From an optimization exercise on the open Yosys and OpenROAD flow, aimed at small area; shortcuts taken in it are not production practice. Where RTL was checked, it was by simulation tests only, not by an equivalence proof against the original. The clock port is modelled as an ideal driver; clocking choices that lean on that would not hold on a real chip. Power and IR drop assume default switching activity.

== the previous run ==
Design imem_loader, start of the top module:
module imem_loader #(
   parameter int DEPTH = 64,
   parameter int AW    = $clog2(DEPTH)
) (
   input  logic          clk,
   input  logic          reset,
   input  logic [7:0]    rx_data,
   input  logic          rx_valid,
   output logic          rx_ready,
   input  logic [31:0]   PC,
   output logic [31:0]   Instr,
   output logic          cpu_reset,
   output logic          load_done,
   output logic          load_err,
   output logic [AW:0]   words_loaded
);
For scale: ~86 I/O pins, roughly 56000 sq um of cells after synthesis.
export LEC_CHECK = 0
export CAP_MARGIN = 20
export CORE_MARGIN = 2
export CORE_UTILIZATION = 80
export SETUP_SLACK_MARGIN = 0.2
export SLEW_MARGIN = 20
export SYNTH_HIERARCHICAL = 1
export SYNTH_MINIMUM_KEEP_SIZE = 0
create_clock -name core_clock -period 8.0 [get_ports {clk}]
standard.sh (not shown) runs the stock make flow with config.mk's settings and CLKGATE_MAP_FILE= SYNTH_SCRIPT=/design/flow/synth_recipe.tcl, a recipe that flattens the netlist after the stock synthesis.
==> flow/flow/run.sh <==
#!/bin/bash
# Own layout flow: the standard ORFS flow (standard.sh) with a few options
# changed through make variables and step hooks. Each tool's full log stays under
# orfs/logs/; make's own output goes to standard.log here.
#  - downsize_nor.tcl (after synthesis): read-tree NOR gates start at drive 1.
#  - BUFFER_PORTS_ARGS + post_gpl.tcl: small port buffers (buf_2 in, buf_1 out).
#  - CTS_ARGS: clkbuf_16 only, larger sink clusters, no dummy loads.
set -uo pipefail
cd "$(dirname "$0")/.."
F=$(pwd)/flow
bash standard.sh \
  POST_SYNTH_TCL=$F/downsize_nor.tcl \
  BUFFER_PORTS_ARGS="-buffer_cell sky130_fd_sc_hd__buf_2" \
  POST_GLOBAL_PLACE_TCL=$F/post_gpl.tcl \
  CTS_ARGS="-sink_clustering_enable -repair_clock_nets -dont_use_dummy_load -sink_clustering_size 30 -sink_clustering_max_diameter 100 -buf_list sky130_fd_sc_hd__clkbuf_16" \
  finish > standard.log 2>&1
==> flow/flow/downsize_nor.tcl <==
# Synthesis gives the read tree's 4- and 3-input NORs double drive strength;
# start them at the smallest size and let the repair steps size up where needed.
set ndown 0
foreach inst [[ord::get_db_block] getInsts] {
  set m [[$inst getMaster] getName]
  if {[regexp {^(sky130_fd_sc_hd__nor[34])_2$} $m -> base]} {
    replace_cell [$inst getName] ${base}_1
    incr ndown
  }
}
puts "downsize_nor.tcl: $ndown cells downsized"
==> flow/flow/post_gpl.tcl <==
# Port buffers are buf_2 (BUFFER_PORTS_ARGS); the output ones, which drive only
# the port, are switched to buf_1 here. Later repair steps size up if needed.
set n 0
foreach inst [[ord::get_db_block] getInsts] {
  if {[string match output* [$inst getName]] &&
      [[$inst getMaster] getName] eq "sky130_fd_sc_hd__buf_2"} {
    replace_cell [$inst getName] sky130_fd_sc_hd__buf_1
    incr n
  }
}
puts "post_gpl.tcl: $n output buffers set to buf_1"
Input-level comparison between the current run and the previous run:
# the previous run
export LEC_CHECK = 0
export CAP_MARGIN = 20
export CORE_MARGIN = 2
export CORE_UTILIZATION = 80
export SETUP_SLACK_MARGIN = 0.2
export SLEW_MARGIN = 20
export SYNTH_HIERARCHICAL = 1
export SYNTH_MINIMUM_KEEP_SIZE = 0
create_clock -name core_clock -period 8.0 [get_ports {clk}]
# the current run
export LEC_CHECK = 0
export CAP_MARGIN = 20
export CORE_MARGIN = 2
export CORE_UTILIZATION = 80
export SETUP_SLACK_MARGIN = 0.3
export SLEW_MARGIN = 20
export SYNTH_HIERARCHICAL = 1
export SYNTH_MINIMUM_KEEP_SIZE = 0
create_clock -name core_clock -period 8.0 [get_ports {clk}]
[summary]
Re synthesized area: no difference whatsoever between the previous run and the current run.
For final instance area, the current run and the previous run come out practically identical.
Any difference in internal power between the current run and the previous run is small enough to ignore.
Diff the current run..the previous run | cell area after placement | unchanged
In the reports for the current run and the previous run, the larger setup slack belongs to the previous run.
No run of this note included a check of the RTL's function; only the layout flow was run.

========
== wip/harbor ==
imem_loader, a different RTL version from the one above (not shown whole).
Size in the first run: about 4100 cells after synthesis, about 86 I/O pins, about 0.058 mm² of cells after synthesis.
clock: 8.0 ns
lec_check: 0
cap_margin: 20
core_margin: 2
core_utilization: 50
slew_margin: 20
synth_hierarchical: 1
synth_minimum_keep_size: 0
==> flow/flow/run.sh <==
#!/bin/bash
# Own layout flow: the standard ORFS flow (standard.sh) with a few options
# changed through make variables. Each tool's full log stays under orfs/logs/;
# make's own output goes to standard.log here.
set -uo pipefail
cd "$(dirname "$0")/.."
F=$(pwd)/flow
bash standard.sh \
  BUFFER_PORTS_ARGS="-buffer_cell sky130_fd_sc_hd__buf_1" \
  CTS_ARGS="-sink_clustering_enable -repair_clock_nets -dont_use_dummy_load -sink_clustering_size 25 -sink_clustering_max_diameter 100 -buf_list sky130_fd_sc_hd__clkbuf_16" \
  POST_CTS_TCL=$F/post_cts.tcl \
  finish > standard.log 2>&1
==> flow/flow/post_cts.tcl <==
# Area recovery: downsize cells off the critical paths (repair_timing's power
# recovery), then legalize again. Global routing's repair steps follow.
log_cmd estimate_parasitics -placement
log_cmd repair_timing -recover_power 100 -verbose
log_cmd detailed_placement
check_placement -verbose
Inputs modified between wip/harbor and wip/raven:
diff --git a/flow/flow/run.sh b/flow/flow/run.sh
--- a/flow/flow/run.sh
+++ b/flow/flow/run.sh
@@ -11 +10,0 @@
-  POST_CTS_TCL=$F/post_cts.tcl \
removed: flow/flow/post_cts.tcl
==> run notes <==
- wip/raven against wip/harbor: register-to-register slack went up 0.84 ns, setup slack climbed 0.22 ns, number of gates on the worst path with buffers counted picked up an extra 5, post-route minimum period went down by 0.22 ns.
diff inputs: wip/raven => wip/lagoon
diff --git a/flow/flow/run.sh b/flow/flow/run.sh
--- a/flow/flow/run.sh
+++ b/flow/flow/run.sh
@@ -8,0 +9 @@
+  POST_SYNTH_TCL=$F/downsize_nor.tcl \
@@ -10 +11 @@
-  CTS_ARGS="-sink_clustering_enable -repair_clock_nets -dont_use_dummy_load -sink_clustering_size 25 -sink_clustering_max_diameter 100 -buf_list sky130_fd_sc_hd__clkbuf_16" \
+  CTS_ARGS="-sink_clustering_enable -repair_clock_nets -dont_use_dummy_load -sink_clustering_size 30 -sink_clustering_max_diameter 100 -buf_list sky130_fd_sc_hd__clkbuf_16" \
==> flow/flow/downsize_nor.tcl (new file) <==
# Synthesis gives the read tree's 4- and 3-input NORs double drive strength;
# start them at the smallest size and let the repair steps size up where needed.
set ndown 0
foreach inst [[ord::get_db_block] getInsts] {
  set m [[$inst getMaster] getName]
  if {[regexp {^(sky130_fd_sc_hd__nor[34])_2$} $m -> base]} {
    replace_cell [$inst getName] ${base}_1
    incr ndown
  }
}
puts "downsize_nor.tcl: $ndown cells downsized"
Results
Having completed the whole flow, wip/lagoon delivered a layout that passed the timing, DRC and antenna checks. Area growth from synthesis to layout (higher): wip/lagoon. Re total of fill cells in the finished design: wip/lagoon is 156 down on wip/raven. wip/lagoon does worse than wip/raven on estimated wirelength of the detail-placed design. In the metrics for wip/lagoon and wip/raven, the one carrying the higher relative max-transition margin is wip/raven. wip/raven → wip/lagoon: global routing met1 resource utilization moved up, via count of the first global-routing pass moved up, global-route usage moved up, global-route wire length before repair moved up, minimum clock period moved up. Initial antenna violation count: wip/lagoon vs wip/raven down 2.

==> afterwards: timing with drivers on the ports <==
How much do the figures lean on ideal ports? The routed layouts below were timed once more, with nothing changed but the port constraints. Step 1 assumes that a clkbuf_16 drives the clock port and a buf_2 every other input. Step 2 moves the port delays by t, midway between the first and last clock arrival at a register: inputs arrive t later, outputs are due t later. That takes back most of the time a late clock gives input paths. Slacks: ideal / step 1 / step 2; pairs: ideal / step 1.
| run | t (ns) | setup slack, ns | worst setup path at the end | cell pins on the clock port's net |
|---|---|---|---|---|
| the previous run | 0.717 | 0.373 / 0.351 / 0.351 | input to output | 1 |
| the current run | 0.715 | 0.331 / 0.310 / 0.310 | input to output | 1 |
| wip/harbor | 0.746 | 0.186 / 0.161 / 0.161 | input to output | 1 |
| wip/raven | 0.742 | 0.405 / 0.384 / 0.384 | input to output | 1 |
| wip/lagoon | 0.740 | 0.233 / 0.207 / 0.207 | input to output | 1 |
After both steps setup and hold are still met in every run listed. For wip/lagoon, which loses most, drivers alone change the setup slack by -0.026 ns; drivers and shift together by -0.026 ns.
